This design comes from an exercise in tuning for small area, a short achievable clock period and few clock cycles on the open sky130 flow, not from production work.
In this exercise RTL edits were held to simulation tests only and were not proved equivalent to the original.

$ cat flow/config.mk
export PLATFORM = sky130hd
export DESIGN_NAME = crc_codeword_stream_checker
export DESIGN_NICKNAME = crc_codeword_stream_checker
export VERILOG_FILES = /design/flow/design.v
export SDC_FILE = /design/flow/constraint.sdc
export NUM_CORES = 4
export LEC_CHECK = 0
export CAP_MARGIN = 20
export CORE_MARGIN = 2
export CORE_UTILIZATION = 40
export SLEW_MARGIN = 20
$ cat flow/constraint.sdc
create_clock -name core_clock -period 22.0 [get_ports {clk_i}]
set_input_delay 4.4000 -clock core_clock [delete_from_list [all_inputs] [get_ports {clk_i}]]
set_output_delay 4.4000 -clock core_clock [all_outputs]
set_load 0.01 [all_outputs]
$ cat flow/design.v
package ccsc_pkg;
  localparam int GEN_W      = 17;
  localparam int GEN_LEN_W  = 5;
  localparam int CFG_W      = 17;
  localparam int CFG_IDX_W  = 2;
  localparam int BYTE_BITS  = 8;
  localparam int DATA_W     = 8;
  localparam int CNT_OUT_W  = 16;
  localparam int LEN_W      = 6;
  localparam logic [GEN_W-1:0]     GEN_BITS_RST = 17'd7;
  localparam logic [GEN_LEN_W-1:0] GEN_LEN_RST  = 5'd3;
  localparam logic                 DW_EIGHT_RST = 1'b0;
  typedef enum logic [CFG_IDX_W-1:0] {
    CFG_GEN_BITS = 2'd0,
    CFG_GEN_LEN  = 2'd1,
    CFG_DW_EIGHT = 2'd2
  } cfg_idx_e;
  typedef struct packed {
    logic [BYTE_BITS-1:0] data_byte;
    logic                 last_byte;
  } in_item_t;
  typedef struct packed {
    logic                 has_codeword;
    logic [DATA_W-1:0]    dataword;
    logic                 codeword_error;
    logic [CNT_OUT_W-1:0] codewords_seen;
    logic [CNT_OUT_W-1:0] errors_seen;
    logic                 final_result;
  } out_item_t;
  typedef struct packed {
    logic [GEN_W-1:0] gen_bits;
    logic [LEN_W-1:0] glen;
    logic [LEN_W-1:0] deg;
    logic [LEN_W-1:0] size;
    logic             dw8;
  } cfg_t;
endpackage
module crc_codeword_stream_checker #(
  parameter int MAX_DEGREE  = 16,
  parameter int COUNT_WIDTH = 16
) (
  input  logic                 clk_i,
  input  logic                 rst_ni,
  input  logic                 push,
  output logic                 full,
  input  logic [8:0]           in_data_i,
  output logic                 empty,
  input  logic                 pop,
  output logic [42:0]          out_data_o,
  input  logic                 cfg_we_i,
  input  logic [1:0]           cfg_index_i,
  input  logic [16:0]          cfg_data_i
);
  logic [15:0] gen_q;
  logic [3:0]  degm1_q;    
  logic        dw8_q;
  logic [3:0]  len_wr;
  always_comb begin
    if (cfg_data_i[4:0] < 5'd2)       len_wr = 4'd0;
    else if (cfg_data_i[4:0] > 5'd17) len_wr = 4'd15;
    else                              len_wr = 4'(cfg_data_i[4:0] - 5'd2);
  end
  always_ff @(posedge clk_i or negedge rst_ni) begin
    if (!rst_ni) begin
      gen_q   <= 16'd7;
      degm1_q <= 4'd1;
      dw8_q   <= 1'b0;
    end else if (cfg_we_i) begin
      case (cfg_index_i)
        2'd0: gen_q   <= cfg_data_i[15:0];
        2'd1: degm1_q <= len_wr;
        2'd2: dw8_q   <= cfg_data_i[0];
        default: ;
      endcase
    end
  end
  logic [4:0]  size_q;
  logic [15:0] gen_al_q;   
  always_ff @(posedge clk_i) begin
    size_q   <= {1'b0, degm1_q} + (dw8_q ? 5'd9 : 5'd5);
    gen_al_q <= gen_q << (4'd15 - degm1_q);
  end
  logic       in_v_q;
  logic [8:0] in_q;
  logic       fin_q;       
  logic       hdr_q;       
  logic [7:0] l_q;         
  logic [3:0] dl_q;        
  logic       dm_q;        
  logic [7:0] isd_q;       
  logic       e2_q;        
  logic [15:0] r_q;        
  logic [7:0] w_q;         
  logic       e_q;         
  logic [7:0]  byte_i;
  logic [15:0] r;
  logic [7:0]  fb;
  assign byte_i = in_q[8:1];
  always_comb begin
    r = r_q;
    for (int t = 0; t < 8; t++) begin
      fb[t] = byte_i[7 - t] ^ r[15];
      r = {r[14:0], 1'b0} ^ ((fb[t] && isd_q[t]) ? gen_al_q : 16'd0);
    end
  end
  logic        end1;
  logic [7:0]  cur, chk0, chk1;
  logic        err0, err1, e;
  assign end1 = e1_q;
  always_comb begin
    for (int t = 0; t < 8; t++) cur[t] = (l_q > 8'(t));
  end
  assign chk0 = cur & ~isd_q;
  assign chk1 = ~cur & ~isd_q;
  assign err0 = e_q || |(fb & chk0);
  assign err1 = |(fb & chk1);
  assign e    = !end1 ? err0 : (!e2_q ? err1 : 1'b0);
  logic [15:0] wcat;
  logic [7:0]  s_w, b_al, w;
  logic [9:0]  cw0, cw1;
  assign wcat = {w_q, byte_i} << dl_q;
  assign s_w  = wcat[15:8];
  assign b_al = byte_i >> (3'd4 - l_q[2:0]);
  assign w    = (end1 && l_q != 8'd8) ? ((!dw8_q && l_q <= 8'd3 && !e2_q) ? b_al : byte_i) : s_w;
  assign cw0 = (end1 && !dm_q) ? {1'b1, dw8_q ? s_w[7:4] : 4'd0, s_w[3:0], err0}
                               : {1'b1, 4'd0, b_al[3:0], err1};
  assign cw1 = {1'b1, 4'd0, b_al[3:0], err1};
  logic [8:0]  l2, l3;
  logic [7:0]  l_n;
  logic [3:0]  dl_n;
  logic        dm_n;
  logic [8:0]  l2_n;
  logic [7:0]  isd_n;
  assign l2 = {1'b0, l_q} + {4'd0, size_q};
  assign l3 = l2 + {4'd0, size_q};
  always_comb begin
    if (!hdr_q) begin
      if (byte_i == 8'd0) begin
        l_n  = {3'd0, size_q};
        dl_n = dw8_q ? 4'd8 : 4'd4;
        dm_n = 1'b0;
      end else begin
        l_n  = byte_i;
        dl_n = 4'd0;
        dm_n = 1'b1;
      end
    end else if (!end1) begin
      l_n  = l_q - 8'd8;
      dl_n = 4'd0;
      dm_n = dm_q;
    end else if (!e2_q) begin
      l_n  = 8'(l2 - 9'd8);
      dl_n = dw8_q ? l_q[3:0] : ((l_q[3:0] > 4'd4) ? l_q[3:0] - 4'd4 : 4'd0);
      dm_n = 1'b0;
    end else begin
      l_n  = 8'(l3 - 9'd8);
      dl_n = 4'(l2 - 9'd4);
      dm_n = 1'b0;
    end
  end
  assign l2_n = {1'b0, l_n} + {4'd0, size_q};
  always_comb begin
    for (int t = 0; t < 8; t++) begin
      isd_n[t] = (dl_n > 4'(t)) ||
                 ((l_n <= 8'(t)) && (dw8_q || l_n + 8'd4 > 8'(t))) ||
                 (l2_n <= 9'(t));
    end
  end
  logic       v0_q, v1_q;   
  logic       pa_q, e1_q;
  logic [1:0] kb_q;         
  logic       proc, fin_emit, accept;
  logic [1:0] k;
  logic [9:0] nw0, nw1;
  assign proc     = in_v_q && pa_q;
  assign full     = in_v_q && !pa_q;
  assign accept   = push && !full;
  assign fin_emit = fin_q && !v1_q;
  assign k   = fin_emit ? 2'd1 : (proc ? kb_q : 2'd0);
  assign nw0 = fin_emit ? 10'd0 : cw0;
  assign nw1 = cw1;
  logic       in_v_n, hdr_n, fin_n, e1_n, e2_n;
  logic [1:0] kb_n;
  assign in_v_n = accept || (in_v_q && !proc);
  assign hdr_n  = proc ? !in_q[0] : hdr_q;
  assign fin_n  = (fin_q && !fin_emit) || (proc && in_q[0]);
  assign e1_n   = (l_n <= 8'd8);
  assign e2_n   = (l2_n <= 9'd8);
  assign kb_n   = !hdr_n ? 2'd0 : (proc ? ({1'b0, e1_n && !dm_n} + {1'b0, e2_n}) : kb_q);
  always_ff @(posedge clk_i or negedge rst_ni) begin
    if (!rst_ni) begin
      in_v_q <= 1'b0;
      fin_q  <= 1'b0;
      hdr_q  <= 1'b0;
      kb_q   <= 2'd0;
    end else begin
      in_v_q <= in_v_n;
      fin_q  <= fin_n;
      hdr_q  <= hdr_n;
      kb_q   <= kb_n;
    end
  end
  always_ff @(posedge clk_i) begin
    if (accept) in_q <= in_data_i;
  end
  always_ff @(posedge clk_i) begin
    if (proc) begin
      l_q   <= l_n;
      dl_q  <= dl_n;
      dm_q  <= dm_n;
      isd_q <= isd_n;
      e1_q  <= e1_n;
      e2_q  <= e2_n;
      if (!hdr_q) begin
        r_q <= '0;
        e_q <= 1'b0;
      end else begin
        r_q <= r;
        w_q <= w;
        e_q <= e;
      end
    end
  end
  logic [9:0]  q0_q, q1_q;
  logic [9:0]  q0_a, q1_a, q0_b, q1_b;    
  logic        v0_a, v1_a, v0_b, v1_b, ld_a, ld_b;
  logic        v0_n, v1_n, pf_a_pa, pa_a, pa_b;
  always_comb begin
    if (v1_q) begin
      q0_a = q1_q;
      q1_a = nw0;
      v0_a = 1'b1;
      v1_a = (k != 2'd0);
      ld_a = 1'b1;
    end else begin
      q0_a = nw0;
      q1_a = nw1;
      v0_a = (k != 2'd0);
      v1_a = (k == 2'd2);
      ld_a = (k != 2'd0);
    end
  end
  always_comb begin
    if (v0_q) begin
      q0_b = q0_q;
      q1_b = v1_q ? q1_q : nw0;
      v0_b = 1'b1;
      v1_b = v1_q || (k != 2'd0);
      ld_b = 1'b0;
    end else begin
      q0_b = nw0;
      q1_b = nw1;
      v0_b = (k != 2'd0);
      v1_b = (k == 2'd2);
      ld_b = (k != 2'd0);
    end
  end
  assign pa_a = (!fin_n || !v1_a) && (kb_n == 2'd0 || (kb_n == 2'd1 && !v1_a) || !v0_a);
  assign pa_b = (!fin_n || !v1_b) && (kb_n == 2'd0 || (kb_n == 2'd1 && !v1_b) || !v0_b);
  logic pp;
  assign pp = pop && v0_q;
  always_ff @(posedge clk_i or negedge rst_ni) begin
    if (!rst_ni) begin
      v0_q <= 1'b0;
      v1_q <= 1'b0;
      pa_q <= 1'b1;
    end else begin
      v0_q <= pp ? v0_a : v0_b;
      v1_q <= pp ? v1_a : v1_b;
      pa_q <= pp ? pa_a : pa_b;
    end
  end
  always_ff @(posedge clk_i) begin
    q0_q <= pp ? q0_a : q0_b;
    q1_q <= pp ? q1_a : q1_b;
  end
  logic        lastfin_q;
  logic [15:0] tot_q, err_q, tot_b, err_b, tot_i, err_i, tot_a, err_a, tot_c, err_c;
  logic        lf_a, lf_c;
  assign tot_b = tot_q & {16{!lastfin_q}};
  assign err_b = err_q & {16{!lastfin_q}};
  assign tot_i = (&tot_b) ? tot_b : tot_b + 16'd1;
  assign err_i = (&err_b) ? err_b : err_b + 16'd1;
  assign tot_a = !ld_a ? tot_q : (q0_a[9] ? tot_i : tot_b);
  assign err_a = !ld_a ? err_q : ((q0_a[9] && q0_a[0]) ? err_i : err_b);
  assign lf_a  = !ld_a ? lastfin_q : !q0_a[9];
  assign tot_c = !ld_b ? tot_q : (q0_b[9] ? tot_i : tot_b);
  assign err_c = !ld_b ? err_q : ((q0_b[9] && q0_b[0]) ? err_i : err_b);
  assign lf_c  = !ld_b ? lastfin_q : !q0_b[9];
  always_ff @(posedge clk_i or negedge rst_ni) begin
    if (!rst_ni) lastfin_q <= 1'b1;
    else         lastfin_q <= pp ? lf_a : lf_c;
  end
  always_ff @(posedge clk_i) begin
    tot_q <= pp ? tot_a : tot_c;
    err_q <= pp ? err_a : err_c;
  end
  assign empty      = !v0_q;
  assign out_data_o = {q0_q, tot_q, err_q, !q0_q[9]};
endmodule
$ cat flow/run.sh
#!/bin/bash
# synth_recipe.tcl (not shown) runs the flow's synth.tcl, then flattens the netlist and writes it again
# the make line also repeats each setting of config.mk as NAME=value (left out here)
make -C /OpenROAD-flow-scripts/flow DESIGN_CONFIG=/design/flow/config.mk WORK_HOME=/design/flow/orfs CLKGATE_MAP_FILE= SYNTH_SCRIPT=/design/flow/synth_recipe.tcl finish
==> flow_summary.toml, run 1 <==
[synth]
synth.distinct_cells = 89
ys_ff_latch = 160
yosysTopAreaCell = "edfxtp_1"
synth.avg_cell_area_um2 = 8.77
netlist_instances = 1405
synth_edf_count = 97
synth_ff_type = "edfxtp_1"
yosysSeqAreaShare_pct = 35.1
yosysWarnings = 1
synth.area.top_cells = "edfxtp_1 (24%), xnor2_1 (8.9%), nand2_1 (6.6%)"
synth_top_area_share_pct = 23.6
async_reset_ff_share_pct = 18.8
syn_nets = 1482
syn-cell-area_um2 = 12300

[drt]
wl_per_cell_um = 16.2
drc = 0
routed_wirelength_um = 29700
ant_nets = 0
drt_iter0_markers = 772
vias = 9873
routed_via_density = 5.40
firstDrtPassIters = 5

[placed_design]
placed_area_um2 = 13300
dpl.hpwl_um = 21400
gp_congestion = 0.872
io_buffer_count = 76

[clock_network]
post-cts-setup-buffer-count = 0
hold_buffers = 0
clock_latency_ns = 0.44
cts_tree = "done"
clkTransAtPathRegs_ns = 0.07
cts-htree-levels = 4
clockBufferDepth = 2
numCtsBuffers = 17
cts.sinks = 160
cts_root_buf = "clkbuf_16"
ctsResizeCount = 0

[critical_path]
critPathLaunch = "pop"
r2r_start = "l_q[0]"
crit_required_ns = 22.17
rrSetupSlack_ns = 15.24
setup.worst_path.end_class = "flop"
critPathKind = "in -> reg"
crit_arrival_ns = 8.03
startpoint_type = "input pin"
crit_fanout = 24

[grt]
grt_max_degree = 49
grt_overflow = 0
grt_usage_pct = 18.4
grt_pass1_wl_um = 48400
grt_pass1_vias = 9209
antenna_found_initial = 0

[timing]
fin_crit_ns = 7.86
finalCritPeriodShare_pct = 35.7
fmax_mhz = 127
slew_headroom_pct = 35.0
setup-tns-final_ns = 0
final-setup-viol-count = 0
rsz0062_at_grt = "false"
worst_slew_pin_slew_ns = 0.972
slew_violations = 0
fin_skew_ns = 0.0141
final_hold_viol_count = 0

[final_layout]
fin_nets = 1497
diodes = 0
drive_gt1_share_pct = 8.09
fin_area_um2 = 14000
syn2layout_area_growth_pct = 13.3
fillers = 2944

[floorplan]
dieWidth_um = 180
ios = 78
die_area_um2 = 32200
die_height_um = 180
core-area_um2 = 30400
initial_utilization_pct = 40.5
placementRows = 64

[flow_run]
max_cap_violations = 0

[run_status]
status = "complete, no violations"

[min_path]
hp-class = "reg -> reg"
hold_path.startpoint = "gen_q[15]"
==> final cells by class <==
type	instances	area, um^2	area share (%)
Clock inverter	13	184	1.32
Inverter	56	210	1.50
Sequential cell	160	4330	31.0
Multi-Input combinational cell	1105	7470	53.4
Tap cell	396	495	3.55
Timing Repair Buffer	80	806	5.77
Clock buffer	19	475	3.40
==> stage by stage <==
stage	instances	utilization [%]	setup slack, ns	hold WS, ns
finish	1829	45.9	14.14	0.517
global route	1829	45.9	13.84	0.546
CTS	1828	45.8	14.17	0.521
detailed placement	1796	43.6	13.70	0.504
global placement	1796	43.6	13.79	0.494
floorplan	1405	-	15.45	0.447
==> placed cells by master, fill, tap and decap left out, types with 35 or more instances in the layout <==
cell type / netlist / layout
a21oi_1: 70 / 69
nor2b_1: 35 / 35
clkdlybuf4s50_1: 0 / 75
mux2i_1: 46 / 46
nor2_1: 119 / 118
o21ai_0: 65 / 65
ha_1: 41 / 41
xnor2_1: 125 / 125
edfxtp_1: 97 / 97
xor2_1: 39 / 39
nand2_1: 216 / 216
inv_1: 54 / 54
==> sequential cells by signal (all words and copies together) (netlist names), 9 cells and up <==
signal / count
r_q: 16
err_q: 16
gen_q: 16
in_q: 9
gen_al_q: 16
q0_q: 10
tot_q: 16
q1_q: 10
==> final timing paths <==
kind,to,cells after the start
max,tot_q[15],10
max in group asynchronous,fin_q,1
min,gen_q[15],1
min reg2reg,gen_q[15],1
max reg2reg,pa_q,27
min in group asynchronous,dw8_q,1
==> kinds of logic (layout without fill, tap and decap cells) <==
logic type      after synthesis  after routing  synth area share, %
flops                       160            160                 35.1
mux                          96             96                 9.31
buf+inv                     140            168                 4.49
compound gates              272            272                 14.3
fa+ha+maj                    44             44                 4.65
simple gates                524            524                 19.7
xor+xnor                    169            169                 12.4
==> Yosys cell counts, types with 33 or more instances <==
library cell  number
clkbuf_1          62
nand2_1          216
nor2b_1           35
dfxtp_1           33
edfxtp_1          97
nor2_1           119
xnor2_1          125
xor2_1            39
a21oi_1           70
inv_1             54
ha_1              41
mux2i_1           46
o21ai_0           65
==> critical path, cell delays in order <==
cell and delay (ns):
clkdlybuf4s50_1 0.91, nor2_1 0.56, o21ai_0 0.32, a21oi_1 0.48, nand4_1 0.23, or3_1 0.41
nor3_1 0.34, nand4_1 0.16, xor2_1 0.16, nor2_1 0.05
==> routing by layer <==
layer	GRT usage, %	vias to the layer above	routed length (um)
met2	29.5	242	13600
met4	4.65	0	362
met5	0	-	0
met1	25.9	4647	14400
li1	-	4961	-
met3	2.94	23	1300
Testbench counts, summed over its fixed seeds: cycles 6,315.
==> run 2, diff against run 1 <==
--- a/flow/design.v
+++ b/flow/design.v
@@ -126,6 +126,7 @@
                                : {1'b1, 4'd0, b_al[3:0], err1};
   assign cw1 = {1'b1, 4'd0, b_al[3:0], err1};
   logic [8:0]  l2, l3;
+  logic        e1_n, e2_n;
   logic [7:0]  l_n;
   logic [3:0]  dl_n;
   logic        dm_n;
@@ -179,13 +180,28 @@
   assign k   = fin_emit ? 2'd1 : (proc ? kb_q : 2'd0);
   assign nw0 = fin_emit ? 10'd0 : cw0;
   assign nw1 = cw1;
-  logic       in_v_n, hdr_n, fin_n, e1_n, e2_n;
+  logic       in_v_n, hdr_n, fin_n;
   logic [1:0] kb_n;
   assign in_v_n = accept || (in_v_q && !proc);
   assign hdr_n  = proc ? !in_q[0] : hdr_q;
   assign fin_n  = (fin_q && !fin_emit) || (proc && in_q[0]);
-  assign e1_n   = (l_n <= 8'd8);
-  assign e2_n   = (l2_n <= 9'd8);
+  logic [8:0] l4;
+  assign l4 = l3 + {4'd0, size_q};
+  always_comb begin
+    if (!hdr_q) begin
+      e1_n = (byte_i == 8'd0) ? (size_q <= 5'd8) : (byte_i <= 8'd8);
+      e2_n = (byte_i != 8'd0) && ({1'b0, byte_i} + {4'd0, size_q} <= 9'd8);
+    end else if (!end1) begin
+      e1_n = (l_q <= 8'd16);
+      e2_n = (l2 <= 9'd16);
+    end else if (!e2_q) begin
+      e1_n = (l2 <= 9'd16);
+      e2_n = (l3 <= 9'd16);
+    end else begin
+      e1_n = (l3 <= 9'd16);
+      e2_n = (l4 <= 9'd16);
+    end
+  end
   assign kb_n   = !hdr_n ? 2'd0 : (proc ? ({1'b0, e1_n && !dm_n} + {1'b0, e2_n}) : kb_q);
   always_ff @(posedge clk_i or negedge rst_ni) begin
     if (!rst_ni) begin
@@ -221,44 +237,19 @@
       end
     end
   end
-  logic [9:0]  q0_q, q1_q;
-  logic [9:0]  q0_a, q1_a, q0_b, q1_b;    
-  logic        v0_a, v1_a, v0_b, v1_b, ld_a, ld_b;
-  logic        v0_n, v1_n, pf_a_pa, pa_a, pa_b;
-  always_comb begin
-    if (v1_q) begin
-      q0_a = q1_q;
-      q1_a = nw0;
-      v0_a = 1'b1;
-      v1_a = (k != 2'd0);
-      ld_a = 1'b1;
-    end else begin
-      q0_a = nw0;
-      q1_a = nw1;
-      v0_a = (k != 2'd0);
-      v1_a = (k == 2'd2);
-      ld_a = (k != 2'd0);
-    end
-  end
-  always_comb begin
-    if (v0_q) begin
-      q0_b = q0_q;
-      q1_b = v1_q ? q1_q : nw0;
-      v0_b = 1'b1;
-      v1_b = v1_q || (k != 2'd0);
-      ld_b = 1'b0;
-    end else begin
-      q0_b = nw0;
-      q1_b = nw1;
-      v0_b = (k != 2'd0);
-      v1_b = (k == 2'd2);
-      ld_b = (k != 2'd0);
-    end
-  end
+  logic [9:0]  q0_q, q1_q, nh;
+  logic        ld, lastfin_q;
+  logic [15:0] tot_q, err_q, tot_b, err_b, tot_i, err_i;
+  logic        v0_a, v1_a, v0_b, v1_b, pa_a, pa_b, pp;
+  assign nh = (v0_q && v1_q) ? q1_q : nw0;
+  assign ld = (v0_q && v1_q) || (k != 2'd0);
+  assign pp = pop && v0_q;
+  assign v0_a = ld;
+  assign v1_a = v1_q && (k != 2'd0);
+  assign v0_b = v0_q || (k != 2'd0);
+  assign v1_b = v0_q ? (v1_q || (k != 2'd0)) : (k == 2'd2);
   assign pa_a = (!fin_n || !v1_a) && (kb_n == 2'd0 || (kb_n == 2'd1 && !v1_a) || !v0_a);
   assign pa_b = (!fin_n || !v1_b) && (kb_n == 2'd0 || (kb_n == 2'd1 && !v1_b) || !v0_b);
-  logic pp;
-  assign pp = pop && v0_q;
   always_ff @(posedge clk_i or negedge rst_ni) begin
     if (!rst_ni) begin
       v0_q <= 1'b0;
@@ -271,29 +262,22 @@
     end
   end
   always_ff @(posedge clk_i) begin
-    q0_q <= pp ? q0_a : q0_b;
-    q1_q <= pp ? q1_a : q1_b;
-  end
-  logic        lastfin_q;
-  logic [15:0] tot_q, err_q, tot_b, err_b, tot_i, err_i, tot_a, err_a, tot_c, err_c;
-  logic        lf_a, lf_c;
+    if (!v0_q || pop) q0_q <= nh;
+    if (!v0_q || !v1_q || pop) q1_q <= v0_q ? nw0 : nw1;
+  end
   assign tot_b = tot_q & {16{!lastfin_q}};
   assign err_b = err_q & {16{!lastfin_q}};
   assign tot_i = (&tot_b) ? tot_b : tot_b + 16'd1;
   assign err_i = (&err_b) ? err_b : err_b + 16'd1;
-  assign tot_a = !ld_a ? tot_q : (q0_a[9] ? tot_i : tot_b);
-  assign err_a = !ld_a ? err_q : ((q0_a[9] && q0_a[0]) ? err_i : err_b);
-  assign lf_a  = !ld_a ? lastfin_q : !q0_a[9];
-  assign tot_c = !ld_b ? tot_q : (q0_b[9] ? tot_i : tot_b);
-  assign err_c = !ld_b ? err_q : ((q0_b[9] && q0_b[0]) ? err_i : err_b);
-  assign lf_c  = !ld_b ? lastfin_q : !q0_b[9];
-  always_ff @(posedge clk_i or negedge rst_ni) begin
-    if (!rst_ni) lastfin_q <= 1'b1;
-    else         lastfin_q <= pp ? lf_a : lf_c;
-  end
-  always_ff @(posedge clk_i) begin
-    tot_q <= pp ? tot_a : tot_c;
-    err_q <= pp ? err_a : err_c;
+  always_ff @(posedge clk_i or negedge rst_ni) begin
+    if (!rst_ni)                       lastfin_q <= 1'b1;
+    else if ((!v0_q || pop) && ld)     lastfin_q <= !nh[9];
+  end
+  always_ff @(posedge clk_i) begin
+    if ((!v0_q || pop) && ld) begin
+      tot_q <= nh[9] ? tot_i : tot_b;
+      err_q <= (nh[9] && nh[0]) ? err_i : err_b;
+    end
   end
   assign empty      = !v0_q;
   assign out_data_o = {q0_q, tot_q, err_q, !q0_q[9]};
==> flow/flow/run.sh (new file) <==
#!/bin/bash
# Standard layout, with plain buffers (instead of delay cells) on the ports.
export BUFFER_PORTS_ARGS="-buffer_cell sky130_fd_sc_hd__buf_2"
bash standard.sh > standard.log 2>&1
==> flow/standard.sh (new file) <==
#!/bin/bash
# synth_recipe.tcl (not shown) runs the flow's synth.tcl, then flattens the netlist and writes it again
# the make line also repeats each setting of config.mk as NAME=value (left out here)
make -C /OpenROAD-flow-scripts/flow DESIGN_CONFIG=/design/flow/config.mk WORK_HOME=/design/flow/orfs CLKGATE_MAP_FILE= SYNTH_SCRIPT=/design/flow/synth_recipe.tcl "${@:-finish}"
removed: flow/run.sh
==> run 2 against run 1 <==
  * Still clean
  * Highest routed layer unchanged
  * Clock skew is 0.00077 ns lower
  * Largest cell class unchanged
  * Critical endpoint is now err_q[9]
  * Flip-flop and latch count is the same
==> flow_summary.toml, run 2 <==
[run_status]
status = "complete, no violations"

[critical_path]
critPathKind = "reg -> reg"
crit_arrival_ns = 6.58
crit_fanout = 26
crit_required_ns = 22.28
startpoint_type = "flop"
setup.worst_path.end_class = "flop"

[timing]
rsz0062_at_grt = "false"
final_hold_viol_count = 0
fin_skew_ns = 0.0133
fin_ws_ns = 15.69
whs_ns = 0.516
setup-tns-final_ns = 0
final-setup-viol-count = 0
finalCritPeriodShare_pct = 28.7
fin_crit_ns = 6.31
fmax_mhz = 159
worst_slew_pin_slew_ns = 1.08
slew_headroom_pct = 27.7
slew_violations = 0

[clock_network]
cts_root_buf = "clkbuf_16"
hold_buffers = 0
cts_tree = "done"
clkTransAtPathRegs_ns = 0.07
post-cts-setup-buffer-count = 0
ctsResizeCount = 0
numCtsBuffers = 17
clockBufferDepth = 2
cts.sinks = 160
clock_latency_ns = 0.44
cts-htree-levels = 4

[synth]
synth_compound_area_share_pct = 15.5
netlist_instances = 1403
synth_top_area_share_pct = 26.3
yosys.cell_count.top_type = "nand2_1"
synth_fa_ha_area_share_pct = 5.03
synthTopCellsByCount = "nand2_1 (199), xnor2_1 (116), edfxtp_1 (109)"
synth_mux_area_share_pct = 8.21
yosysWarnings = 1
synth_top_family_by_area = "simple AND/OR/NAND/NOR gates"
async_reset_ff_share_pct = 18.8
synth_xor_area_share_pct = 11.2
synth_edf_count = 109
synth_ff_type = "edfxtp_1"
synth.avg_cell_area_um2 = 8.86
syn_nets = 1483
ys_ff_latch = 160
yosysSeqAreaShare_pct = 35.8
synth.distinct_cells = 82
syn-cell-area_um2 = 12400
yosysTopAreaCell = "edfxtp_1"
synth_simple_gate_area_share_pct = 19.9
synth.area.top_cells = "edfxtp_1 (26%), xnor2_1 (8.2%), nand2_1 (6.0%)"

[drt]
routed_wirelength_um = 30500
vias = 10212
firstDrtPassIters = 5
drt_iter0_markers = 727
drc = 0
ant_nets = 0
wl_per_cell_um = 16.7
routed_via_density = 5.57

[final_layout]
fin_cells = 1833
diodes = 0
fin_nets = 1504
syn2layout_area_growth_pct = 9.91
mostFrequentLayoutCells = "nand2_1 (199), xnor2_1 (116), edfxtp_1 (109)"
fin_area_um2 = 13700
fillers = 3034
final_common_cell = "nand2_1"
drive_gt1_share_pct = 12.5

[grt]
grt_pass1_wl_um = 51200
antenna_found_initial = 0
grt_pass1_vias = 9802
grt_usage_pct = 19.0
grt_overflow = 0
grt_max_degree = 46

[placed_design]
gp_congestion = 0.853
dpl.hpwl_um = 22200
dp.cells = 1800
placed_area_um2 = 13100
io_buffer_count = 76
pre_cts_ws_ns = 15.71

[floorplan]
core-area_um2 = 30600
initial_utilization_pct = 40.6
die_area_um2 = 32500
placementRows = 64
dieWidth_um = 180
die_height_um = 180
ios = 78

[min_path]
hp-class = "reg -> reg"

[flow_run]
max_cap_violations = 0
run 2: cell types whose count changed after synthesis, moves of 9 or more:
cell      change
a21oi_1      +20
a22oi_1      -10
and3b_1      +10
dfxtp_1      -12
edfxtp_1     +12
nand2_1      -17
nand3_1      +15
nor2_1       -23
nor2b_1      -12
o21ai_0      +10
or3_1        +15
xnor2_1       -9
run 2: path summary, 6_finish.rpt:
| path | from | end | slack [ns] | depth (start not counted) |
|---|---|---|---|---|
| hold / removal | gen_q[15] | gen_q[15] | 0.52 | 1 |
| setup / recovery | in_q[8] | err_q[9] | 15.69 | 16 |
| max in group asynchronous | rst_ni | fin_q | 17.47 | 1 |
| setup reg to reg | in_q[8] | err_q[9] | 15.69 | 16 |
| min in group asynchronous | rst_ni | gen_q[12] | 4.04 | 1 |
| hold reg to reg | gen_q[15] | gen_q[15] | 0.52 | 1 |
run 2: stage by stage:
stage | utilization [%]
final | 44.7
after global routing | 44.7
after CTS | 44.6
after detailed placement | 42.7
after global placement | 42.7
after floorplan | -
run 2: area by class of cell:
class	count	area [um^2]	area share, %
flip-flops and latches	160	4450	32.6
inverters	55	206	1.51
multi-input cells	1105	7470	54.7
well taps	396	495	3.63
clock inverters	15	148	1.08
clock buffers	17	425	3.11
repair buffers	85	468	3.42
run 2: logic make-up (layout without fill, tap and decap cells):
group | Yosys count | after routing
compound gates | 303 | 303
xor+xnor | 155 | 155
buf+inv | 138 | 172
flops | 160 | 160
mux | 88 | 88
simple gates | 512 | 512
fa+ha+maj | 47 | 47
run 2: per-layer routing:
layer	GRT usage, %	up-vias	part of all wire [%]
met2	31.7	247	47
met3	3.44	40	4.6
met5	0	-	0
met4	5.65	0	2.2
met1	25.3	4853	46
li1	-	5072	-
run 2: critical path: stages, from the launching register on:
cell and delay, ns:
edfxtp_1 0.68, xnor2_1 0.34, or4b_1 0.71, a311o_1 0.34
and4_4 0.22, nor3_2 0.74, o211ai_1 0.33, and4_1 0.31
nor3_2 0.10, buf_4 0.26, mux2_2 0.41, or4b_1 0.51
a31oi_2 0.35, o31ai_2 0.10, buf_4 0.21, or3_1 0.37
a21oi_1 0.16
Testbench counts of run 2, summed over its fixed seeds: cycles 6,315.
==> run 3, diff against run 2 <==
==> flow/flow/run.sh (replaced) <==
#!/bin/bash
# Standard layout, with plain buffers (instead of delay cells) on the ports, and timing
# repair asked to reach more setup slack than the period needs.
export BUFFER_PORTS_ARGS="-buffer_cell sky130_fd_sc_hd__buf_2"
export SETUP_SLACK_MARGIN=17
bash standard.sh > standard.log 2>&1
==> run 3 against run 2 <==
  * Worst setup slack improved by 0.65 ns
  * Utilization is 4.2 points higher
  * Final area is 9.4% higher
  * Sequential share of layout area is 2.7 points lower
  * Die area unchanged
  * Highest routed layer unchanged
==> flow_summary.toml, run 3 <==
[critical_path]
crit_chain = "nand2b_4, inv_2, buf_6"
crit_fanout = 3
setup.worst_path.end_class = "output port"
slowest_stage = "dfstp_2"
critPathKind = "reg -> out"
startpoint_type = "flop"
crit_required_ns = 17.60
crit_arrival_ns = 1.25
cpPeakStageDelay_ns = 0.54

[timing]
fin_crit_ns = 5.65
worst_slew_pin_slew_ns = 0.887
fin_skew_ns = 0.00980
final_hold_viol_count = 0
whs_ns = 0.522
slew_violations = 0
finalCritPeriodShare_pct = 25.7
final-setup-viol-count = 0
setup-tns-final_ns = 0
fmax_mhz = 177
rsz0062_at_grt = "true"
slew_headroom_pct = 40.7

[drt]
routed_via_density = 5.58
routed_wirelength_um = 32500
drt_iter0_markers = 754
firstDrtPassIters = 5
wl_per_cell_um = 17.0
drc = 0
ant_nets = 0
vias = 10691

[final_layout]
fin_nets = 1586
diodes = 0
mostFrequentLayoutCells = "nand2_1 (197), xnor2_1 (110), edfxtp_1 (109)"
final_common_cell = "nand2_1"
drive_gt1_share_pct = 23.3
syn2layout_area_growth_pct = 20.3

[clock_network]
hold_buffers = 0
cts.sinks = 160
cts-htree-levels = 4
clock_latency_ns = 0.44
clockBufferDepth = 2
clkTransAtPathRegs_ns = 0.07
cts_root_buf = "clkbuf_16"
cts_tree = "done"
numCtsBuffers = 17

[synth]
yosysWarnings = 1
ys_ff_latch = 160
yosysSeqAreaShare_pct = 35.8
synth_top_area_share_pct = 26.3
synth_ff_type = "edfxtp_1"
synth.avg_cell_area_um2 = 8.86
syn_nets = 1483
syn-cell-area_um2 = 12400
async_reset_ff_share_pct = 18.8
yosys.cell_count.top_type = "nand2_1"
synth.distinct_cells = 82
synth_edf_count = 109
synthTopCellsByCount = "nand2_1 (199), xnor2_1 (116), edfxtp_1 (109)"
yosysTopAreaCell = "edfxtp_1"
synth.area.top_cells = "edfxtp_1 (26%), xnor2_1 (8.2%), nand2_1 (6.0%)"
netlist_instances = 1403

[floorplan]
die_area_um2 = 32500
die_height_um = 180
core-area_um2 = 30600
ios = 78
placementRows = 64
initial_utilization_pct = 40.6
dieWidth_um = 180

[placed_design]
gp_congestion = 0.838
io_buffer_count = 76
dpl.hpwl_um = 22400

[grt]
grt_usage_pct = 19.5
grt_pass1_wl_um = 52100
antenna_found_initial = 0
grt_max_degree = 46
grt_pass1_vias = 10173
grt_overflow = 0

[run_status]
status = "complete, no violations"

[min_path]
hp-class = "reg -> reg"

[flow_run]
max_cap_violations = 0
==> run 3: cell families (layout without fill, tap and decap cells) <==
family | after synthesis | count (layout) | synth area share [%]
multiplexers | 88 | 88 | 8.21
adder cells (fa/ha/maj) | 47 | 47 | 5.03
AND/OR/NAND/NOR | 512 | 512 | 19.9
XOR/XNOR | 155 | 155 | 11.2
buffers and inverters | 138 | 253 | 4.32
flip-flops | 160 | 160 | 35.8
AO/OA/AOI/OAI | 303 | 304 | 15.5
==> run 3: area by class of cell <==
class	count	area [um^2]
fillers	2856	15600
flip-flops and latches	160	4460
clock buffers	18	429
clock inverters	14	140
well taps	396	495
repair buffers	166	1140
inverters	55	229
multi-input cells	1106	8060
==> run 3: what timing repair did <==
item                       CTS  global route
cloned                       1             2
pin swaps                   11            33
gates resized for setup     41            88
setup endpoints to repair  139            88
buffers inserted            53            27
==> run 3: critical path, delay by kind of cell, from the launching register on <==
kind          cells  cell delay, ns
buf+inv           2            0.15
flops             1            0.54
simple gates      1            0.12
==> run 3: per-layer routing <==
metal	track usage, %	part of all wire, %	vias up
met5	0	0	-
met4	6.52	2.2	0
met3	3.94	5.2	50
met2	32.9	48	300
met1	24.8	44	5110
li1	-	-	5231
==> run 3: final timing paths <==
kind / from / to / slack (ns) / depth (start not counted)
max in group asynchronous: rst_ni / v0_q / 17.45 / 1
hold reg to reg: gen_q[15] / gen_q[15] / 0.52 / 1
setup reg to reg: r_q[15] / err_q[4] / 16.98 / 16
min in group asynchronous: rst_ni / gen_q[10] / 4.03 / 1
hold / removal: gen_q[15] / gen_q[15] / 0.52 / 1
setup / recovery: pa_q / full / 16.35 / 3
==> run 3: per-stage QoR <==
step	area [um^2]	setup slack, ns	util (%)	instances
floorplan	12500	16.59	-	1403
global placement	13100	15.78	42.9	1799
detailed placement	13100	15.71	42.9	1799
CTS	14300	16.32	46.8	1885
global route	15000	16.30	48.9	1915
finish	15000	16.35	48.9	1915
==> run 4, diff against run 3 <==
==> flow/run.sh (new file) <==
#!/bin/bash
# synth_recipe.tcl (not shown) runs the flow's synth.tcl, then flattens the netlist and writes it again
# the make line also repeats each setting of config.mk as NAME=value (left out here)
make -C /OpenROAD-flow-scripts/flow DESIGN_CONFIG=/design/flow/config.mk WORK_HOME=/design/flow/orfs CLKGATE_MAP_FILE= SYNTH_SCRIPT=/design/flow/synth_recipe.tcl finish
--- a/flow/config.mk
+++ b/flow/config.mk
@@ -7,5 +7,5 @@
 export LEC_CHECK = 0
 export CAP_MARGIN = 20
 export CORE_MARGIN = 2
-export CORE_UTILIZATION = 40
+export CORE_UTILIZATION = 70
 export SLEW_MARGIN = 20
removed: flow/flow/run.sh
removed: flow/standard.sh
==> run 4 against run 3 <==
  * Worst setup slack lost 0.60 ns
  * Flip-flop and latch count did not move
  * Highest routed layer unchanged
  * Critical path depth fell by 1
  * Synthesized cell count is the same
==> flow_summary.toml, run 4 <==
[clock_network]
clockBufferDepth = 2
cts_tree = "done"
ctsResizeCount = 0
numCtsBuffers = 17
hold_buffers = 0
cts-htree-levels = 4
clock_latency_ns = 0.45
cts.sinks = 160
post-cts-setup-buffer-count = 0
cts_root_buf = "clkbuf_16"
clkTransAtPathRegs_ns = 0.07

[synth]
synth_mux_area_share_pct = 8.21
netlist_instances = 1403
synth_xor_area_share_pct = 11.2
synth_top_family_by_area = "simple AND/OR/NAND/NOR gates"
synth_fa_ha_area_share_pct = 5.03
ys_ff_latch = 160
synth.distinct_cells = 82
synth_edf_count = 109
yosys.cell_count.top_type = "nand2_1"
synth_compound_area_share_pct = 15.5
yosysWarnings = 1
syn-cell-area_um2 = 12400
async_reset_ff_share_pct = 18.8
synthTopCellsByCount = "nand2_1 (199), xnor2_1 (116), edfxtp_1 (109)"
synth_ff_type = "edfxtp_1"
synth.area.top_cells = "edfxtp_1 (26%), xnor2_1 (8.2%), nand2_1 (6.0%)"
synth_top_area_share_pct = 26.3
synth_simple_gate_area_share_pct = 19.9
yosysTopAreaCell = "edfxtp_1"
syn_nets = 1483
yosysSeqAreaShare_pct = 35.8
synth.avg_cell_area_um2 = 8.86

[drt]
drc = 0
routed_via_density = 6.40
routed_wirelength_um = 30200
wl_per_cell_um = 18.2
vias = 10620
drt_iter0_markers = 991
firstDrtPassIters = 6
ant_nets = 0

[placed_design]
dpl.hpwl_um = 21300
io_buffer_count = 76
gp_congestion = 0.949
pre_cts_ws_ns = 15.62

[timing]
setup-tns-final_ns = 0
slew_headroom_pct = 30.5
worst_slew_pin_slew_ns = 1.04
final_hold_viol_count = 0
fin_skew_ns = 0.0120
finalCritPeriodShare_pct = 28.4
slew_violations = 0
final-setup-viol-count = 0
fin_ws_ns = 15.75
fin_crit_ns = 6.25
fmax_mhz = 160
rsz0062_at_grt = "false"

[floorplan]
die_area_um2 = 18800
placementRows = 48
core-area_um2 = 17400
die_height_um = 137
ios = 78
initial_utilization_pct = 71.6
dieWidth_um = 137

[final_layout]
syn2layout_area_growth_pct = 11.4
drive_gt1_share_pct = 7.04
diodes = 0
mostFrequentLayoutCells = "nand2_1 (199), xnor2_1 (116), edfxtp_1 (109)"
final_common_cell = "nand2_1"
fin_nets = 1502

[grt]
grt_pass1_vias = 10059
grt_usage_pct = 33.4
grt_pass1_wl_um = 49700
antenna_found_initial = 0
grt_overflow = 0
grt_max_degree = 36

[critical_path]
crit_arrival_ns = 1.85
startpoint_type = "flop"
crit_fanout = 17
crit_required_ns = 17.60
setup.worst_path.end_class = "output port"
critPathKind = "reg -> out"

[min_path]
hp-class = "reg -> reg"

[flow_run]
max_cap_violations = 0

[run_status]
status = "complete, no violations"
run 4: metal layers:
metal	up-vias	global-route usage, %	wire length (um)
met5	-	0	0
met4	0	11.1	829
met3	78	6.99	2860
met2	526	55.0	14200
met1	4944	44.0	12300
li1	5072	-	-
run 4: through the flow:
| stage | std cells | util (%) | hold WS, ns | instance area, um^2 |
|---|---|---|---|---|
| finish | 1660 | 79.8 | 0.525 | 13800 |
| global route | 1660 | 79.8 | 0.531 | 13800 |
| CTS | 1660 | 79.7 | 0.533 | 13800 |
| detailed placement | 1628 | 76.2 | 0.518 | 13200 |
| global placement | 1628 | 76.2 | 0.506 | 13200 |
| floorplan | 1403 | - | 0.447 | 12400 |
run 4: worst paths after layout:
check / start / endpoint / slack (ns) / cells after the start
max: v0_q / empty / 15.75 / 2
min: gen_q[15] / gen_q[15] / 0.53 / 1
max reg2reg: in_q[8] / err_q[11] / 15.83 / 16
min reg2reg: gen_q[15] / gen_q[15] / 0.53 / 1
max in group asynchronous: rst_ni / gen_q[2] / 17.28 / 2
min in group asynchronous: rst_ni / v1_q / 4.38 / 2
run 4: critical path, stage by stage, from the launching register on:
cell             delay (ns)
dfrtp_1                0.69
inv_1                  0.20
clkdlybuf4s50_1        0.52
run 4: cells by family after synthesis:
kind of cell | after synthesis
adder cells (fa/ha/maj) | 47
XOR/XNOR | 155
multiplexers | 88
buffers and inverters | 138
AO/OA/AOI/OAI | 303
flip-flops | 160
AND/OR/NAND/NOR | 512
run 4: layout make-up:
class,count,area [um^2]
multi-input combinational,1105,7480
clock buffer,21,514
fill,1185,3510
timing repair buffer,83,813
inverter,55,206
clock inverter,11,103
sequential,160,4450
tap,225,282
==> run 5, diff against run 4 <==
--- a/flow/config.mk
+++ b/flow/config.mk
@@ -7,5 +7,5 @@
 export LEC_CHECK = 0
 export CAP_MARGIN = 20
 export CORE_MARGIN = 2
-export CORE_UTILIZATION = 70
+export CORE_UTILIZATION = 40
 export SLEW_MARGIN = 20
==> run 5 against run 4 <==
  * Hold slack lost 0.0096 ns
  * Via count down 4.6%
  * Worst setup slack got worse by 0.13 ns
  * Non-clock buffer count is 2 higher
  * Register-to-register slack got worse by 0.21 ns
  * Count of clock-buffer cells in the layout fell by 4
  * Cell count grew 10%
  * Critical endpoint is now err_q[6]
  * Largest cell class unchanged
  * Highest routed layer unchanged
==> flow_summary.toml, run 5 <==
[final_layout]
fin_cells = 1833
syn2layout_area_growth_pct = 13.2
fin_nets = 1504
drive_gt1_share_pct = 7.24
post-route-util_pct = 46.0
mostFrequentLayoutCells = "nand2_1 (199), xnor2_1 (116), edfxtp_1 (109)"
fin_area_um2 = 14100
diodes = 0
final_common_cell = "nand2_1"
fillers = 3003

[critical_path]
crit_required_ns = 22.28
reg2regPathDepth = 16
critPathKind = "reg -> reg"
crit_fanout = 26
startpoint_type = "flop"
r2r_start = "in_q[8]"
reg2reg_to = "err_q[6]"
rrSetupSlack_ns = 15.62
crit_arrival_ns = 6.65
setup.worst_path.end_class = "flop"

[grt]
met3_usage_pct = 2.75
use_met1_pct = 25.0
top_usage_layer = "met2"
grt_max_degree = 46
grt_pass1_vias = 9690
grt_pass1_wl_um = 50600
antenna_found_initial = 0
grt_usage_pct = 18.9
grt_overflow = 0
use_met2_pct = 32.3

[timing]
finalCritPeriodShare_pct = 29.0
fin_skew_ns = 0.0164
slew_violations = 0
final-setup-viol-count = 0
fin_crit_ns = 6.38
setup-tns-final_ns = 0
worst_slew_pin_slew_ns = 1.11
final_hold_viol_count = 0
slew_headroom_pct = 25.8
rsz0062_at_grt = "false"
fmax_mhz = 157

[min_path]
hold_path.startpoint = "gen_q[15]"
holdPathStages = 1
hp-class = "reg -> reg"
holdPathEnd = "gen_q[15]"

[synth]
ys_ff_latch = 160
netlist_instances = 1403
yosysTopAreaCell = "edfxtp_1"
synthTopCellsByCount = "nand2_1 (199), xnor2_1 (116), edfxtp_1 (109)"
synth.distinct_cells = 82
async_reset_ff_share_pct = 18.8
synth_edf_count = 109
syn_nets = 1483
synth.area.top_cells = "edfxtp_1 (26%), xnor2_1 (8.2%), nand2_1 (6.0%)"
synth_ff_type = "edfxtp_1"
synth_top_area_share_pct = 26.3
syn-cell-area_um2 = 12400
yosysSeqAreaShare_pct = 35.8
yosys.cell_count.top_type = "nand2_1"
yosysWarnings = 1
synth.avg_cell_area_um2 = 8.86

[clock_network]
ctsResizeCount = 0
clockBufferDepth = 2
cts.sinks = 160
hold_buffers = 0
cts_root_buf = "clkbuf_16"
numCtsBuffers = 17
cts-htree-levels = 4
clkTransAtPathRegs_ns = 0.07
cts_tree = "done"
clock_latency_ns = 0.44
post-cts-setup-buffer-count = 0

[floorplan]
dieWidth_um = 180
initial_utilization_pct = 40.6
die_height_um = 180
core-area_um2 = 30600
die_area_um2 = 32500
placementRows = 64
ios = 78

[placed_design]
dpl.hpwl_um = 22400
placed_area_um2 = 13400
dp.cells = 1800
io_buffer_count = 76
gp_congestion = 0.862

[drt]
firstDrtPassIters = 5
routed_via_density = 5.53
drc = 0
drt_iter0_markers = 708
routed_wirelength_um = 30600
vias = 10132
ant_nets = 0
wl_per_cell_um = 16.7

[run_status]
status = "complete, no violations"

[flow_run]
max_cap_violations = 0
## run 5: cell counts after synthesis
No cell type changed its count.
## run 5: kinds of logic after synthesis
family	share of synthesized area, %
AND/OR/NAND/NOR	19.9
multiplexers	8.21
XOR/XNOR	11.2
adder cells (fa/ha/maj)	5.03
AO/OA/AOI/OAI	15.5
flip-flops	35.8
buffers and inverters	4.32
## run 5: final cells by class
| type | count | area [um^2] | area share, % |
|---|---|---|---|
| clock buffer | 17 | 425 | 3.02 |
| clock inverter | 15 | 170 | 1.21 |
| inverter | 55 | 206 | 1.47 |
| multi-input combinational | 1105 | 7470 | 53.1 |
| sequential | 160 | 4450 | 31.6 |
| tap | 396 | 495 | 3.52 |
| timing repair buffer | 85 | 848 | 6.03 |
## run 5: worst max-delay path by stage
| stage | startpoint | depth (start not counted) | slack (ns) | endpoint |
|---|---|---|---|---|
| 2_1_floorplan | pop | 2 | 15.45 | err_q[0] |
| 3_3_place_gp | cfg_we_i | 3 | 15.61 | gen_q[9] |
| 5_1_grt | in_q[8] | 16 | 15.25 | err_q[6] |
| 4_1_cts | in_q[8] | 16 | 15.62 | err_q[6] |
| 6_report | in_q[8] | 16 | 15.62 | err_q[6] |
| 3_5_place_dp | pop | 3 | 15.62 | tot_q[3] |
## run 5: metal layers
| layer | up-vias | wire (um) |
|---|---|---|
| li1 | 5070 | - |
| met1 | 4772 | 14200 |
| met2 | 251 | 14600 |
| met3 | 39 | 1280 |
| met4 | 0 | 565 |
| met5 | - | 0 |
## run 5: critical path, stage by stage, from the launching register on
cell	delay [ns]
edfxtp_1	0.70
xnor2_1	0.36
or4b_1	0.72
a311o_1	0.33
and4_4	0.22
nor3_2	0.76
o211ai_1	0.34
and4_1	0.31
nor3_2	0.10
buf_4	0.26
mux2_2	0.41
or4b_1	0.51
a31oi_2	0.32
o31ai_2	0.11
buf_4	0.22
or3_1	0.35
a21oi_1	0.18
## run 5: metrics by stage
step	hold slack (ns)	setup slack, ns
floorplan	0.447	15.45
global placement	0.495	15.61
detailed placement	0.504	15.62
CTS	0.521	15.62
global route	0.547	15.25
finish	0.516	15.62
==> run 6, diff against run 5 <==
--- a/flow/design.v
+++ b/flow/design.v
@@ -125,15 +125,18 @@
   assign cw0 = (end1 && !dm_q) ? {1'b1, dw8_q ? s_w[7:4] : 4'd0, s_w[3:0], err0}
                                : {1'b1, 4'd0, b_al[3:0], err1};
   assign cw1 = {1'b1, 4'd0, b_al[3:0], err1};
-  logic [8:0]  l2, l3;
+  logic [5:0]  s2, s3;
+  logic [6:0]  s4;
   logic        e1_n, e2_n;
   logic [7:0]  l_n;
   logic [3:0]  dl_n;
   logic        dm_n;
-  logic [8:0]  l2_n;
+  logic        ln_big;
+  logic [5:0]  l2_n;
   logic [7:0]  isd_n;
-  assign l2 = {1'b0, l_q} + {4'd0, size_q};
-  assign l3 = l2 + {4'd0, size_q};
+  assign s2 = {2'd0, l_q[3:0]} + {1'b0, size_q};
+  assign s3 = s2 + {1'b0, size_q};
+  assign s4 = {1'b0, s3} + {2'd0, size_q};
   always_comb begin
     if (!hdr_q) begin
       if (byte_i == 8'd0) begin
@@ -145,26 +148,35 @@
         dl_n = 4'd0;
         dm_n = 1'b1;
       end
+      e1_n = (byte_i == 8'd0) ? (size_q <= 5'd8) : (byte_i <= 8'd8);
+      e2_n = (byte_i != 8'd0) && (byte_i[7:3] == 5'd0) && ({3'd0, byte_i[2:0]} + size_q <= 5'd8);
     end else if (!end1) begin
       l_n  = l_q - 8'd8;
       dl_n = 4'd0;
       dm_n = dm_q;
+      e1_n = (l_q <= 8'd16);
+      e2_n = (l_q[7:4] == 4'd0) && (s2 <= 6'd16);
     end else if (!e2_q) begin
-      l_n  = 8'(l2 - 9'd8);
+      l_n  = {2'd0, s2 - 6'd8};
       dl_n = dw8_q ? l_q[3:0] : ((l_q[3:0] > 4'd4) ? l_q[3:0] - 4'd4 : 4'd0);
       dm_n = 1'b0;
+      e1_n = (s2 <= 6'd16);
+      e2_n = (s3 <= 6'd16);
     end else begin
-      l_n  = 8'(l3 - 9'd8);
-      dl_n = 4'(l2 - 9'd4);
+      l_n  = {2'd0, s3 - 6'd8};
+      dl_n = 4'(s2 - 6'd4);
       dm_n = 1'b0;
-    end
-  end
-  assign l2_n = {1'b0, l_n} + {4'd0, size_q};
+      e1_n = (s3 <= 6'd16);
+      e2_n = (s4 <= 7'd16);
+    end
+  end
+  assign ln_big = (l_n[7:3] != 5'd0);
+  assign l2_n   = {3'd0, l_n[2:0]} + {1'b0, size_q};
   always_comb begin
     for (int t = 0; t < 8; t++) begin
       isd_n[t] = (dl_n > 4'(t)) ||
-                 ((l_n <= 8'(t)) && (dw8_q || l_n + 8'd4 > 8'(t))) ||
-                 (l2_n <= 9'(t));
+                 (!ln_big && (l_n[2:0] <= 3'(t)) && (dw8_q || {1'b0, l_n[2:0]} + 4'd4 > 4'(t))) ||
+                 (!ln_big && (l2_n <= 6'(t)));
     end
   end
   logic       v0_q, v1_q;   
@@ -185,23 +197,6 @@
   assign in_v_n = accept || (in_v_q && !proc);
   assign hdr_n  = proc ? !in_q[0] : hdr_q;
   assign fin_n  = (fin_q && !fin_emit) || (proc && in_q[0]);
-  logic [8:0] l4;
-  assign l4 = l3 + {4'd0, size_q};
-  always_comb begin
-    if (!hdr_q) begin
-      e1_n = (byte_i == 8'd0) ? (size_q <= 5'd8) : (byte_i <= 8'd8);
-      e2_n = (byte_i != 8'd0) && ({1'b0, byte_i} + {4'd0, size_q} <= 9'd8);
-    end else if (!end1) begin
-      e1_n = (l_q <= 8'd16);
-      e2_n = (l2 <= 9'd16);
-    end else if (!e2_q) begin
-      e1_n = (l2 <= 9'd16);
-      e2_n = (l3 <= 9'd16);
-    end else begin
-      e1_n = (l3 <= 9'd16);
-      e2_n = (l4 <= 9'd16);
-    end
-  end
   assign kb_n   = !hdr_n ? 2'd0 : (proc ? ({1'b0, e1_n && !dm_n} + {1'b0, e2_n}) : kb_q);
   always_ff @(posedge clk_i or negedge rst_ni) begin
     if (!rst_ni) begin
@@ -241,6 +236,7 @@
   logic        ld, lastfin_q;
   logic [15:0] tot_q, err_q, tot_b, err_b, tot_i, err_i;
   logic        v0_a, v1_a, v0_b, v1_b, pa_a, pa_b, pp;
+  logic        em_q;      
   assign nh = (v0_q && v1_q) ? q1_q : nw0;
   assign ld = (v0_q && v1_q) || (k != 2'd0);
   assign pp = pop && v0_q;
@@ -253,10 +249,12 @@
   always_ff @(posedge clk_i or negedge rst_ni) begin
     if (!rst_ni) begin
       v0_q <= 1'b0;
+      em_q <= 1'b1;
       v1_q <= 1'b0;
       pa_q <= 1'b1;
     end else begin
       v0_q <= pp ? v0_a : v0_b;
+      em_q <= pp ? !v0_a : !v0_b;
       v1_q <= pp ? v1_a : v1_b;
       pa_q <= pp ? pa_a : pa_b;
     end
@@ -279,6 +277,6 @@
       err_q <= (nh[9] && nh[0]) ? err_i : err_b;
     end
   end
-  assign empty      = !v0_q;
+  assign empty      = em_q;
   assign out_data_o = {q0_q, tot_q, err_q, !q0_q[9]};
 endmodule
==> flow/flow/run.sh (new file) <==
#!/bin/bash
# Standard layout, with plain buffers (instead of delay cells) on the ports.
export BUFFER_PORTS_ARGS="-buffer_cell sky130_fd_sc_hd__buf_2"
bash standard.sh > standard.log 2>&1
==> flow/standard.sh (new file) <==
#!/bin/bash
# synth_recipe.tcl (not shown) runs the flow's synth.tcl, then flattens the netlist and writes it again
# the make line also repeats each setting of config.mk as NAME=value (left out here)
make -C /OpenROAD-flow-scripts/flow DESIGN_CONFIG=/design/flow/config.mk WORK_HOME=/design/flow/orfs CLKGATE_MAP_FILE= SYNTH_SCRIPT=/design/flow/synth_recipe.tcl "${@:-finish}"
--- a/flow/config.mk
+++ b/flow/config.mk
@@ -7,5 +7,6 @@
 export LEC_CHECK = 0
 export CAP_MARGIN = 20
 export CORE_MARGIN = 2
-export CORE_UTILIZATION = 40
+export CORE_UTILIZATION = 65
+export CTS_BUF_LIST = sky130_fd_sc_hd__clkbuf_8
 export SLEW_MARGIN = 20
removed: flow/run.sh
==> run 6 against run 5 <==
  * Count of clock-buffer cells in the layout up 2
  * Non-clock buffer count up 1
  * Die area down 39%
  * Synthesized area down 1.7%
  * Critical endpoint is now full
==> flow_summary.toml, run 6 <==
[synth]
yosysSeqAreaShare_pct = 36.6
ys_ff_latch = 161
yosys.cell_count.top_type = "nand2_1"
netlist_instances = 1363
synth_ff_type = "edfxtp_1"
synthTopCellsByCount = "nand2_1 (211), edfxtp_1 (109), xnor2_1 (106)"
async_reset_ff_share_pct = 19.3
synth.area.top_cells = "edfxtp_1 (27%), xnor2_1 (7.6%), nand2_1 (6.5%)"
syn_nets = 1434
syn-cell-area_um2 = 12200
synth.avg_cell_area_um2 = 8.97
synth.distinct_cells = 88
yosysWarnings = 1
synth_top_area_share_pct = 26.8
yosysTopAreaCell = "edfxtp_1"
synth_edf_count = 109

[grt]
grt_max_degree = 45
antenna_found_initial = 0
grt_pass1_vias = 8931
grt_pass1_wl_um = 45000
grt_overflow = 0
grt_usage_pct = 27.9

[final_layout]
fin_nets = 1451
mostFrequentLayoutCells = "nand2_1 (211), edfxtp_1 (109), xnor2_1 (106)"
fin_cells = 1627
final_common_cell = "nand2_1"
fillers = 1484
drive_gt1_share_pct = 13.1
fin_area_um2 = 13000
syn2layout_area_growth_pct = 6.44
diodes = 0

[timing]
fmax_mhz = 174
fin_skew_ns = 0.0179
finalCritPeriodShare_pct = 26.1
worst_slew_pin_slew_ns = 0.983
slew_headroom_pct = 34.5
whs_ns = 0.521
fin_crit_ns = 5.74
slew_violations = 0
final-setup-viol-count = 0
setup-tns-final_ns = 0
final_hold_viol_count = 0
rsz0062_at_grt = "false"

[run_status]
status = "complete, no violations"

[clock_network]
cts_root_buf = "clkbuf_8"
cts.sinks = 161
numCtsBuffers = 17
post-cts-setup-buffer-count = 0
clockBufferDepth = 2
cts_tree = "done"
clkTransAtPathRegs_ns = 0.09
ctsResizeCount = 0
clock_latency_ns = 0.47
hold_buffers = 0
cts-htree-levels = 4

[floorplan]
die_height_um = 141
placementRows = 50
dieWidth_um = 141
core-area_um2 = 18600
ios = 78
die_area_um2 = 19900
initial_utilization_pct = 65.8

[critical_path]
critPathKind = "reg -> out"
critPathLaunch = "pa_q"
startpoint_type = "flop"
crit_required_ns = 17.60
setup.worst_path.end_class = "output port"
crit_fanout = 3
r2r_start = "in_q[8]"
crit_arrival_ns = 1.34

[drt]
drt_iter0_markers = 738
vias = 9816
routed_via_density = 6.03
routed_wirelength_um = 26900
wl_per_cell_um = 16.6
ant_nets = 0
drc = 0
firstDrtPassIters = 5

[placed_design]
dpl.hpwl_um = 19500
io_buffer_count = 76
dp.cells = 1595
gp_congestion = 0.893
placed_area_um2 = 12600

[flow_run]
max_cap_violations = 0

[min_path]
hold_path.startpoint = "gen_q[15]"
hp-class = "reg -> reg"
==> run 6: cell count changes in the layout (fill, tap and decap cells not counted), sizes merged, moves of 12 or more <==
cell	delta
buf	+77
clkdlybuf4s50	-76
nor2	-13
nand2	+12
==> run 6: cell families (layout without fill, tap and decap cells) <==
family,Yosys count,after routing,synth area share (%)
muxes,90,90,8.55
AOI/OAI and AO/OA,287,287,15.0
and+or+nand+nor,496,496,19.6
DFF,161,161,36.6
xor gates and xnor gates,147,147,11.2
adders and majority gates,38,38,4.20
buffers and inverters,144,174,4.74
==> run 6: area by class of cell <==
| class | count | area [um^2] | area share, % |
|---|---|---|---|
| Multi-Input combinational cell | 1058 | 7170 | 55.1 |
| Inverter | 56 | 210 | 1.62 |
| Tap cell | 234 | 293 | 2.25 |
| Clock inverter | 13 | 135 | 1.04 |
| Sequential cell | 161 | 4480 | 34.4 |
| Clock buffer | 19 | 262 | 2.01 |
| Timing Repair Buffer | 86 | 459 | 3.53 |
==> run 6: stage by stage <==
step	utilization, %	setup WS (ns)
floorplan	-	15.68
global placement	67.8	15.99
detailed placement	67.9	16.33
CTS	70.0	16.23
global route	70.0	15.92
finish	70.0	16.26
==> run 6: layer usage <==
metal	wire length (um)	track usage [%]	up-vias	share of wire, %
met2	12100	43.2	336	45
met4	432	7.89	0	1.6
met5	0	0	-	0
met3	1610	3.97	26	6.0
li1	-	-	4880	-
met1	12800	41.1	4574	48
==> run 6: final timing paths <==
| kind | end | slack (ns) | cells past startpoint |
|---|---|---|---|
| max | full | 16.26 | 3 |
| min | gen_q[15] | 0.52 | 1 |
| max reg2reg | err_q[4] | 16.40 | 14 |
| min reg2reg | gen_q[15] | 0.52 | 1 |
| max in group asynchronous | gen_q[7] | 17.46 | 1 |
| min in group asynchronous | in_v_q | 4.01 | 1 |
==> run 6: worst max-delay path, cell delays in order, from the launching register on <==
cell      delay (ns)
dfstp_2         0.55
nand2b_1        0.14
inv_1           0.05
buf_2           0.13
Testbench counts of run 6, summed over its fixed seeds: cycles 6,315.
==> run 7, diff against run 6 <==
--- a/flow/config.mk
+++ b/flow/config.mk
@@ -7,6 +7,6 @@
 export LEC_CHECK = 0
 export CAP_MARGIN = 20
 export CORE_MARGIN = 2
-export CORE_UTILIZATION = 65
+export CORE_UTILIZATION = 40
 export CTS_BUF_LIST = sky130_fd_sc_hd__clkbuf_8
 export SLEW_MARGIN = 20
==> run 7 against run 6 <==
  * Critical path depth stayed put
  * Cell count is 9.9% higher
  * Synthesized cell count stayed put
  * Global-route usage is 9.3 points lower
  * Flip-flop and latch count unchanged
==> flow_summary.toml, run 7 <==
[synth]
yosysWarnings = 1
ys_ff_latch = 161
synth.avg_cell_area_um2 = 8.97
synth.area.top_cells = "edfxtp_1 (27%), xnor2_1 (7.6%), nand2_1 (6.5%)"
synth_top_area_share_pct = 26.8
yosys.cell_count.top_type = "nand2_1"
synth_edf_count = 109
synthTopCellsByCount = "nand2_1 (211), edfxtp_1 (109), xnor2_1 (106)"
syn_nets = 1434
syn-cell-area_um2 = 12200
synth_ff_type = "edfxtp_1"
synth.distinct_cells = 88
yosysSeqAreaShare_pct = 36.6
yosysTopAreaCell = "edfxtp_1"
netlist_instances = 1363
async_reset_ff_share_pct = 19.3

[clock_network]
ctsResizeCount = 0
post-cts-setup-buffer-count = 0
clockBufferDepth = 2
numCtsBuffers = 17
clkTransAtPathRegs_ns = 0.09
hold_buffers = 0
clock_latency_ns = 0.47
cts.sinks = 161
cts_root_buf = "clkbuf_8"
cts-htree-levels = 4
cts_tree = "done"

[critical_path]
critPathKind = "reg -> out"
cpPeakStageDelay_ns = 0.56
setup.worst_path.end_class = "output port"
crit_arrival_ns = 1.33
crit_fanout = 3
path_delay_family = "flip-flops"
path_depth = 3
reg2regPathDepth = 14
crit_required_ns = 17.60
startpoint_type = "flop"
crit_chain = "nand2b_1, inv_1, buf_2"
slowest_stage = "dfstp_2"
path_buf_inv = 2

[placed_design]
gp_congestion = 0.870
dpl.hpwl_um = 21100
placed_area_um2 = 12800
pre_cts_ws_ns = 16.27
dp.cells = 1756
io_buffer_count = 76

[timing]
slew_violations = 0
setup-tns-final_ns = 0
fin_skew_ns = 0.0187
fmax_mhz = 175
final-setup-viol-count = 0
rsz0062_at_grt = "false"
slew_headroom_pct = 32.8
finalCritPeriodShare_pct = 26.0
worst_slew_pin_slew_ns = 1.01
fin_ws_ns = 16.27
fin_crit_ns = 5.73
final_hold_viol_count = 0

[grt]
grt_usage_pct = 18.5
grt_pass1_vias = 9018
grt_max_degree = 45
antenna_found_initial = 0
grt_pass1_wl_um = 47200
grt_overflow = 0

[final_layout]
mostFrequentLayoutCells = "nand2_1 (211), edfxtp_1 (109), xnor2_1 (106)"
drive_gt1_share_pct = 13.1
diodes = 0
fin_nets = 1450
post-route-util_pct = 43.4
fillers = 2956
final_common_cell = "nand2_1"
fin_area_um2 = 13200
fin_cells = 1788
syn2layout_area_growth_pct = 7.80

[drt]
routed_via_density = 5.45
wl_per_cell_um = 16.2
drt_iter0_markers = 661
ant_nets = 0
routed_wirelength_um = 29000
vias = 9749
firstDrtPassIters = 5
drc = 0

[min_path]
holdPathStages = 1
hp-class = "reg -> reg"

[floorplan]
ios = 78
placementRows = 64
initial_utilization_pct = 40.3
die_area_um2 = 32000
dieWidth_um = 179
die_height_um = 179
core-area_um2 = 30300

[run_status]
status = "complete, no violations"

[flow_run]
max_cap_violations = 0
## run 7: cell count changes in the layout (fill, tap and decap cells not counted), moves of 2 or more
cell / previous run / this run
clkinv_4: 4 / 2
clkbuf_8: 19 / 17
clkinvlp_4: 0 / 2
inv_6: 2 / 6
## run 7: final timing paths
path / end / start / slack, ns
min in group asynchronous: gen_q[15] / rst_ni / 4.01
worst min-delay path: gen_q[15] / gen_q[15] / 0.53
worst min register to register: gen_q[15] / gen_q[15] / 0.53
max in group asynchronous: kb_q[0] / rst_ni / 17.50
worst max register to register: err_q[4] / in_q[8] / 16.30
worst max-delay path: full / pa_q / 16.27
## run 7: stage by stage
stage          hold slack, ns
3_5_place_dp            0.504
2_1_floorplan           0.447
4_1_cts                 0.526
5_1_grt                 0.541
6_report                0.529
3_3_place_gp            0.503
## run 7: final cells by class
| type | count | area, um^2 | share of cell area [%] |
|---|---|---|---|
| clock buffers | 17 | 234 | 1.78 |
| clock inverters | 15 | 131 | 0.997 |
| inverters | 56 | 210 | 1.60 |
| multi-input cells | 1058 | 7180 | 54.5 |
| flip-flops and latches | 161 | 4480 | 34.0 |
| well taps | 396 | 495 | 3.76 |
| repair buffers | 85 | 448 | 3.40 |
## run 7: kinds of logic after synthesis
family          after synthesis  share of synthesized area [%]
compound gates              287                           15.0
xor+xnor                    147                           11.2
fa+ha+maj                    38                           4.20
buf+inv                     144                           4.74
flops                       161                           36.6
mux                          90                           8.55
simple gates                496                           19.6
## run 7: per-layer routing
layer  vias to the layer above  GRT usage (%)  part of all wire, %
met5                         -              0                    0
met3                        38           2.52                  4.1
met4                         0           6.47                  2.6
met1                      4599           24.9                   48
li1                       4873              -                    -
met2                       239           30.6                   46
## run 7: worst reg2reg max path: cells and delay by family (launching register included)
kind / cells / cell delay [ns]
AO/OA/AOI/OAI: 4 / 1.11
XOR/XNOR: 4 / 1.10
multiplexers: 1 / 0.36
AND/OR/NAND/NOR: 5 / 2.05
flip-flops: 1 / 0.81

[what the ideal ports hide]
The flow's constraints put no driver on any port. The routed layouts listed below were extracted and timed again, unchanged, in two steps. Step 1 (the two cells are an assumption about what drives the block):
set clk [get_ports {clk_i}]
set_driving_cell -lib_cell sky130_fd_sc_hd__clkbuf_16 $clk
set_driving_cell -lib_cell sky130_fd_sc_hd__buf_2 [delete_from_list [all_inputs] $clk]
Step 2 times the ports against the registers' clock, not the clock port: input delays grow and output delays shrink by t, the midpoint of the rising clock arrivals with the driver on. a / b / c = ideal ports / drivers / drivers and shift; a / b = the first two.
run | t (ns) | slack for setup (ns) | latest minus earliest clock arrival (ns) | worst data-port slew with drivers (ns) | cell pins on the clock port's net
run 1 | 0.488 | 14.137 / 14.166 / 13.677 | 0.015 / 0.015 | 0.05 | 1
run 2 | 0.476 | 15.695 / 15.695 / 15.695 | 0.013 / 0.013 | 0.05 | 1
run 3 | 0.482 | 16.349 / 16.301 / 16.596 | 0.010 / 0.010 | 0.04 | 1
run 4 | 0.487 | 15.753 / 15.708 / 15.655 | 0.012 / 0.012 | 0.06 | 1
run 5 | 0.478 | 15.622 / 15.622 / 15.622 | 0.017 / 0.016 | 0.04 | 1
run 6 | 0.506 | 16.256 / 16.212 / 16.277 | 0.019 / 0.019 | 0.03 | 1
run 7 | 0.501 | 16.272 / 16.226 / 16.268 | 0.019 / 0.020 | 0.03 | 1
After both steps every run listed still meets setup and hold. The setup slack of run 1, which loses most, moves by +0.029 ns with the drivers and by -0.460 ns with both steps.
